This design comes from an exercise in tuning for small area, a short achievable clock period and few clock cycles on the open sky130 flow, not from production work.
The RTL was checked by simulation tests, not by an equivalence proof against the original design.
The clock input has no modelled driver; a real chip could not lean on it and would need a root buffer or a full tree.
Power and IR drop assume default switching activity.

==> flow/design.v (excerpt) <==
module sha256_padder (
	input  logic         clock,
	input  logic         regin_reset,
	input  logic         go,
	input  logic [5:0]   msg_len,
	input  logic [7:0]   mem_data,
	output logic [6:0]   mem_req,
	output logic [511:0] block,
	output logic         pad_rdy
);
Size in the first run: roughly 1100 cells after synthesis, roughly 460 flip-flops, about 540 I/O pins.
clock: 4.0 ns
lec_check: 0
cap_margin: 20
core_aspect_ratio: 4
core_margin: 2
core_utilization: 70
setup_slack_margin: 2.4
slew_margin: 20
standard.sh (not shown) runs the stock make flow with config.mk's settings and CLKGATE_MAP_FILE= SYNTH_SCRIPT=/design/flow/synth_recipe.tcl, a recipe that flattens the netlist after the stock synthesis.
==> flow/flow/run.sh <==
#!/bin/bash
# Layout: the standard flow with these changes.
#  - synthesis runs first, exactly as standard (synth.log);
#  - after synthesis, repair uses no delay cells (dont_use.tcl);
#  - port buffers are buf_1;
#  - flip-flops that drive an output buffer drive only it: their other
#    loads move to the buffer output; wide nets get balanced buffer trees,
#    repair_design caps fanout (pre_resize.tcl);
#  - the CTS buffer tree is replaced by a two-level inverter tree, and the
#    post-CTS repair runs on that tree (post_cts.tcl).
#  - repair may resize cells to other footprints (MATCH_CELL_FOOTPRINT=0).
#  - one tie cell drives up to 8 constant-0 output ports (tie_merge.tcl, run
#    from pre_resize.tcl).
#  - output buffers sit next to the flip-flops that drive them (post_dp.tcl).
# The rest of the tools' output goes to standard.log.
set -e
bash standard.sh synth > synth.log 2>&1
F=$PWD/flow
export BUFFER_PORTS_ARGS="-buffer_cell sky130_fd_sc_hd__buf_1"
export PRE_FLOORPLAN_TCL=$F/dont_use.tcl
export FLOW_TIE_GROUP=8
export PRE_RESIZE_TCL=$F/pre_resize.tcl
export POST_DETAIL_PLACE_TCL=$F/post_dp.tcl
export PRE_CTS_TCL=$F/dont_use.tcl
export POST_CTS_TCL=$F/post_cts.tcl
export PRE_GLOBAL_ROUTE_TCL=$F/dont_use.tcl
export FLOW_MAX_FANOUT=40
bash standard.sh SKIP_CTS_REPAIR_TIMING=1 MATCH_CELL_FOOTPRINT=0 finish > standard.log 2>&1
==> flow/flow/ftree.tcl <==
# Wide nets (the shift and hold selects of the block register) get a
# one-level buffer tree: the loads are split by recursive bisection of their
# positions into 2^FLOW_FTREE_LEVELS equal groups, each driven by one buffer
# at its centroid. Uses itree_bisect / itree_centroid from inv_tree.tcl.
source [file dirname [info script]]/inv_tree.tcl

proc ftree_build {min_loads levels buf_name} {
  set db [ord::get_db]
  set block [ord::get_db_block]
  set bm [$db findMaster $buf_name]
  set wide {}
  foreach net [$block getNets] {
    if {[$net getSigType] != "SIGNAL"} { continue }
    if {[llength [$net getBTerms]] > 0} { continue }
    if {[llength [$net getITerms]] <= $min_loads} { continue }
    set is_clock 0
    foreach it [$net getITerms] {
      if {[[$it getMTerm] getName] == "CLK"} { set is_clock 1; break }
    }
    if {!$is_clock} { lappend wide $net }
  }
  set k 0
  foreach net $wide {
    set items {}
    set drv ""
    foreach it [$net getITerms] {
      if {[$it isOutputSignal]} { set drv $it; continue }
      set bb [[$it getInst] getBBox]
      lappend items [list [expr {([$bb xMin] + [$bb xMax]) / 2}] [expr {([$bb yMin] + [$bb yMax]) / 2}] $it]
    }
    if {$drv == ""} { continue }
    set groups [itree_bisect $items $levels]
    foreach grp $groups {
      set c [itree_centroid $grp]
      set inst [odb::dbInst_create $block $bm "ftree_buf_$k"]
      set sub [odb::dbNet_create $block "ftree_net_$k"]
      foreach s $grp {
        set it [lindex $s 2]
        $it disconnect
        $it connect $sub
      }
      [$inst findITerm A] connect $net
      [$inst findITerm X] connect $sub
      $inst setLocation [lindex $c 0] [lindex $c 1]
      $inst setPlacementStatus PLACED
      incr k
    }
    puts "ftree: [$net getName] [llength $items] loads -> [llength $groups] buffers"
  }
}
==> flow/flow/pre_resize.tcl <==
# Before repair_design:
#  - a flip-flop that drives an output port's buffer hands its other loads to
#    the buffer's output, so the flip-flop itself drives only the buffer;
#  - the wide control nets (shift and hold selects of the block register) get
#    a balanced buffer tree (ftree.tcl), and fanout is capped for the rest.
source [file dirname [info script]]/dont_use.tcl
source [file dirname [info script]]/tie_merge.tcl

set block [ord::get_db_block]
set moved 0
foreach bt [$block getBTerms] {
  if {[$bt getIoType] != "OUTPUT"} { continue }
  set pnet [$bt getNet]
  if {$pnet == "NULL"} { continue }
  set drv ""
  foreach it [$pnet getITerms] { if {[$it isOutputSignal]} { set drv $it } }
  if {$drv == ""} { continue }
  set buf [$drv getInst]
  if {![string match "sky130_fd_sc_hd__buf_*" [[$buf getMaster] getName]]} { continue }
  set in_net [[$buf findITerm A] getNet]
  if {$in_net == "NULL" || [llength [$in_net getBTerms]] > 0} { continue }
  set src ""
  foreach it [$in_net getITerms] { if {[$it isOutputSignal]} { set src $it } }
  if {$src == "" || [[$src getMTerm] getName] != "Q"} { continue }
  foreach it [$in_net getITerms] {
    if {$it == $src || [$it getInst] == $buf} { continue }
    $it disconnect
    $it connect $pnet
    incr moved
  }
}
puts "pre_resize: moved $moved loads behind output buffers"

source [file dirname [info script]]/ftree.tcl
ftree_build 100 4 sky130_fd_sc_hd__buf_4

set_max_fanout $::env(FLOW_MAX_FANOUT) [current_design]
Other scripts of this flow, unchanged in this note and not shown: flow/flow/dont_use.tcl, flow/flow/inv_tree.tcl, flow/flow/post_cts.tcl, flow/flow/post_dp.tcl, flow/flow/tie_merge.tcl
The first run passed the timing, design-rule and antenna checks.
Testbench counts at the start, summed over its fixed seeds: cycles 15,553.
Next try:
--- a/flow/flow/run.sh
+++ b/flow/flow/run.sh
@@ -7,2 +7 @@
-#    loads move to the buffer output; wide nets get balanced buffer trees,
-#    repair_design caps fanout (pre_resize.tcl);
+#    loads move to the buffer output; repair_design caps fanout (pre_resize.tcl);
@@ -27 +26 @@
-export FLOW_MAX_FANOUT=40
+export FLOW_MAX_FANOUT=16
--- a/flow/flow/pre_resize.tcl
+++ b/flow/flow/pre_resize.tcl
@@ -4,2 +4,2 @@
-#  - the wide control nets (shift and hold selects of the block register) get
-#    a balanced buffer tree (ftree.tcl), and fanout is capped for the rest.
+#  - cap the fanout so the wide control nets (shift and hold selects of the
+#    block register) get buffer trees.
@@ -34,3 +33,0 @@
-source [file dirname [info script]]/ftree.tcl
-ftree_build 100 4 sky130_fd_sc_hd__buf_4
-
- SETUP_SLACK_MARGIN: 2.4 -> 2.55
removed: flow/flow/ftree.tcl
The changed run stopped in global routing (5_1_grt) with DPL-0038.
Area after synthesis does not change.
Synthesized cell count does not change.
Next try:
--- a/flow/flow/run.sh
+++ b/flow/flow/run.sh
@@ -7 +7,2 @@
-#    loads move to the buffer output; repair_design caps fanout (pre_resize.tcl);
+#    loads move to the buffer output; wide nets get balanced buffer trees,
+#    repair_design caps fanout (pre_resize.tcl);
@@ -26 +27 @@
-export FLOW_MAX_FANOUT=16
+export FLOW_MAX_FANOUT=40
==> flow/flow/ftree.tcl (new file) <==
# Wide nets (the shift and hold selects of the block register) get a
# one-level buffer tree: the loads are split by recursive bisection of their
# positions into 2^FLOW_FTREE_LEVELS equal groups, each driven by one buffer
# at its centroid. Uses itree_bisect / itree_centroid from inv_tree.tcl.
source [file dirname [info script]]/inv_tree.tcl

proc ftree_build {min_loads levels buf_name} {
  set db [ord::get_db]
  set block [ord::get_db_block]
  set bm [$db findMaster $buf_name]
  set wide {}
  foreach net [$block getNets] {
    if {[$net getSigType] != "SIGNAL"} { continue }
    if {[llength [$net getBTerms]] > 0} { continue }
    if {[llength [$net getITerms]] <= $min_loads} { continue }
    set is_clock 0
    foreach it [$net getITerms] {
      if {[[$it getMTerm] getName] == "CLK"} { set is_clock 1; break }
    }
    if {!$is_clock} { lappend wide $net }
  }
  set k 0
  foreach net $wide {
    set items {}
    set drv ""
    foreach it [$net getITerms] {
      if {[$it isOutputSignal]} { set drv $it; continue }
      set bb [[$it getInst] getBBox]
      lappend items [list [expr {([$bb xMin] + [$bb xMax]) / 2}] [expr {([$bb yMin] + [$bb yMax]) / 2}] $it]
    }
    if {$drv == ""} { continue }
    set groups [itree_bisect $items $levels]
    foreach grp $groups {
      set c [itree_centroid $grp]
      set inst [odb::dbInst_create $block $bm "ftree_buf_$k"]
      set sub [odb::dbNet_create $block "ftree_net_$k"]
      foreach s $grp {
        set it [lindex $s 2]
        $it disconnect
        $it connect $sub
      }
      [$inst findITerm A] connect $net
      [$inst findITerm X] connect $sub
      $inst setLocation [lindex $c 0] [lindex $c 1]
      $inst setPlacementStatus PLACED
      incr k
    }
    puts "ftree: [$net getName] [llength $items] loads -> [llength $groups] buffers"
  }
}
--- a/flow/flow/pre_resize.tcl
+++ b/flow/flow/pre_resize.tcl
@@ -4,2 +4,2 @@
-#  - cap the fanout so the wide control nets (shift and hold selects of the
-#    block register) get buffer trees.
+#  - the wide control nets (shift and hold selects of the block register) get
+#    a balanced buffer tree (ftree.tcl), and fanout is capped for the rest.
@@ -33,0 +34,3 @@
+source [file dirname [info script]]/ftree.tcl
+ftree_build 100 4 sky130_fd_sc_hd__buf_4
+
- SETUP_SLACK_MARGIN: 2.55 -> 2.5
What happened:
- The changed run completed with no timing, DRC or antenna violations
- synthesized cell count is unchanged
- area after synthesis does not change
Next try:
--- a/flow/flow/run.sh
+++ b/flow/flow/run.sh
@@ -7,2 +7 @@
-#    loads move to the buffer output; wide nets get balanced buffer trees,
-#    repair_design caps fanout (pre_resize.tcl);
+#    loads move to the buffer output; repair_design caps fanout (pre_resize.tcl);
@@ -27 +26 @@
-export FLOW_MAX_FANOUT=40
+export FLOW_MAX_FANOUT=16
--- a/flow/flow/pre_resize.tcl
+++ b/flow/flow/pre_resize.tcl
@@ -4,2 +4,2 @@
-#  - the wide control nets (shift and hold selects of the block register) get
-#    a balanced buffer tree (ftree.tcl), and fanout is capped for the rest.
+#  - cap the fanout so the wide control nets (shift and hold selects of the
+#    block register) get buffer trees.
@@ -34,3 +33,0 @@
-source [file dirname [info script]]/ftree.tcl
-ftree_build 100 4 sky130_fd_sc_hd__buf_4
-
- SETUP_SLACK_MARGIN: 2.5 -> 2.4
removed: flow/flow/ftree.tcl
=>
- total power shrinks by 1.7%
- sequential cell count does not change
- combinational power goes down by about 12%
- via count decreases by about 8%
- die area stays the same
- clock skew goes down by 0.0035 ns
- cell area is lower by about 6.5%
- synthesized cell count is unchanged
- fmax barely changes
- synthesized area does not change
- global-route usage came out lower by 2.8 points
The clock cells of the first, third and fourth runs of this note come from the design's own scripts or RTL, not from TritonCTS.

-- port drivers added, routing unchanged --
In the flow no input, the clock included, has a driving cell. The finished layouts below were timed again as built, in two steps. Step 1 assumes that a clkbuf_16 drives the clock port and a buf_2 every other input. Step 2, shift: input delay + t, output delay - t, t = (earliest + latest rising clock arrival at the registers) / 2. This alone moves slack from input paths to output paths. a / b / c = ideal ports / drivers / drivers and shift; a / b = the first two.
run	t (ns)	setup slack, ns	worst register clock-pin slew, ns
the first run	0.408	2.404 / 2.179 / 2.277	0.10 / 0.10
the third run	0.410	2.409 / 2.182 / 2.192	0.11 / 0.11
the fourth run	0.403	2.407 / 2.182 / 2.296	0.11 / 0.11
After both steps setup and hold are still met in every run listed. For the third run, which loses most, drivers alone change the setup slack by -0.227 ns; drivers and shift together by -0.217 ns.
